Source: an optimization exercise on an open RTL-to-GDS flow (aim: small area). Production flows keep margins and buffers that such runs may drop. In this exercise RTL edits were held to simulation tests only and were not proved equivalent to the original.

job 6003:
// sprite_compositor
module sprite_compositor #(
  parameter int unsigned         NUM_OBJ  = 4,
  parameter int unsigned         COORD_W  = 10,
  parameter int unsigned         COLOR_W  = 24,
  parameter logic [COLOR_W-1:0]  BG_COLOR = '0
) (
  input  logic                         clk_i,
  input  logic                         reset_i,
  input  logic [COORD_W-1:0]           pixel_x_i,
  input  logic [COORD_W-1:0]           pixel_y_i,
  input  logic                         display_enable_i,
  input  logic                         frame_start_i,
  input  logic                         color_mode_i,
  input  logic [NUM_OBJ*COORD_W-1:0]   obj_x_i,
  input  logic [NUM_OBJ*COORD_W-1:0]   obj_y_i,
  input  logic [NUM_OBJ*COORD_W-1:0]   obj_w_i,
  input  logic [NUM_OBJ*COORD_W-1:0]   obj_h_i,
  input  logic [NUM_OBJ-1:0]           obj_circle_i,
  input  logic [NUM_OBJ*COLOR_W-1:0]   obj_color_i,
  input  logic [NUM_OBJ-1:0]           obj_en_i,
  output logic [COLOR_W-1:0]           rgb_o,
  output logic                         rgb_valid_o,
  output logic [NUM_OBJ-1:0]           hit_o,
  output logic [NUM_OBJ-1:0]           overlap_flags_o
);
  logic [NUM_OBJ*(COORD_W+1)-1:0] sh_x_q, sh_y_q, base_x_d, base_y_d;
  logic [NUM_OBJ*COORD_W-1:0]     sh_w_q, sh_h_q;
  logic [NUM_OBJ-1:0]             sh_circle_q, sh_en_q;
  logic [NUM_OBJ*COLOR_W-1:0]     sh_color_q;
  always_ff @(posedge clk_i or posedge reset_i) begin
  ...
clock: 9.0 ns
lec_check: 0
cap_margin: 20
core_margin: 2
core_utilization: 65
cts_cluster_diameter: 100
cts_cluster_size: 24
gpl_timing_driven: 1
place_density: 0.75
setup_slack_margin: 0.1
slew_margin: 20
synth_hierarchical: 1
synth_minimum_keep_size: 0
standard.sh (not shown) runs the stock make flow with config.mk's settings and CLKGATE_MAP_FILE= SYNTH_SCRIPT=/design/flow/synth_recipe.tcl, a recipe that flattens the netlist after the stock synthesis.
==> flow/flow/run.sh <==
#!/bin/bash
# The standard layout, with plain buf_1 cells as the port buffers
# (instead of the default choice, clkdlybuf4s50_1).
set -euo pipefail
export BUFFER_PORTS_ARGS="-buffer_cell sky130_fd_sc_hd__buf_1"
bash standard.sh > standard.log 2>&1
Job 6003: done, clean on timing, DRC and antenna
Relative to job 6003, the following input files were edited for job 7161:
Settings: SETUP_SLACK_MARGIN removed (was 0.1); GPL_TIMING_DRIVEN changed from 1 to 0.
==> comparison <==
Looking at clock tree skew after final layout, job 7161 sits 0.020 ns below job 6003. Against job 6003, job 7161 reports a met1 global-route usage that is lower. Changes observed in job 7161 relative to job 6003: arrival time at the worst endpoint went up by 0.35 ns; register-to-register slack went down by 0.22 ns; cell area reported after detailed placement went down by 310 sq um. Job 7161: routed wire length lower than job 6003.
For job 4054, these inputs were changed with respect to job 7161:
Settings: CORE_UTILIZATION changed from 65 to 75; SETUP_SLACK_MARGIN newly set to 0.1; PLACE_DENSITY changed from 0.75 to 0.82.
### Flow results
Looking at job 4054 and job 7161, the clock-pin transition on the worst setup and hold timing paths is a wash.
In the route summary, job 4054 ends up with a via count exceeding that of job 7161.
Job 4054 and job 7161 ended up with nearly the same portion of the layout cell area used by non-clock buffers.
Between job 7161 and job 4054, the final hold violation count does not differ in any meaningful way.
Here is what was changed in the inputs of job 5212 compared with job 4054.
Settings: CORE_UTILIZATION changed from 75 to 85; PLACE_DENSITY changed from 0.82 to 0.92.
==> comparison <==
- Job 5212 failed in global routing (5_1_grt) with GRT-0116.
- Against job 4054, job 5212 reports a number of placed instances with taps included that is lower.
- Job 5212 vs job 4054 — number of buffers inserted during clock tree synthesis dropped by a few percent
- Compared with job 4054, horizontal die dimension in job 5212 decreased by a few percent.
- Half-perimeter wire length of the detailed placement result: job 5212 > job 4054
- Standard-cell row count, job 4054 and job 5212, higher one = job 4054.
- Compared to job 4054, job 5212 has number of setup buffers added after CTS 2 higher.

-- port drivers added, routing unchanged --
How much do the figures lean on ideal ports? The routed layouts below were timed once more, with nothing changed but the port constraints. Step 1: set_driving_cell puts a clkbuf_16 on clk_i and a buf_2 on each other input, an assumption about the parent block. Step 2, shift: input delay + t, output delay - t, t = (earliest + latest rising clock arrival at the registers) / 2. This alone moves slack from input paths to output paths. Slacks: ideal / step 1 / step 2; pairs: ideal / step 1.
| run | t (ns) | slack for setup (ns) | worst hold slack (ns) | worst register clock-pin slew, ns | worst slew at a driven data input, ns |
|---|---|---|---|---|---|
| job 6003 | 0.627 | 0.504 / 0.533 / -0.093 | 0.323 / 0.323 / 0.323 | 0.10 / 0.10 | 0.11 |
| job 7161 | 0.617 | 0.105 / 0.138 / -0.479 | 0.321 / 0.321 / 0.321 | 0.10 / 0.10 | 0.12 |
| job 4054 | 0.648 | 0.151 / 0.189 / -0.459 | 0.322 / 0.322 / 0.322 | 0.10 / 0.10 | 0.12 |
Met with ideal ports but missed after step 2: setup timing in every run listed. The setup slack of job 4054, which loses most, moves by +0.038 ns with the drivers and by -0.610 ns with both steps.
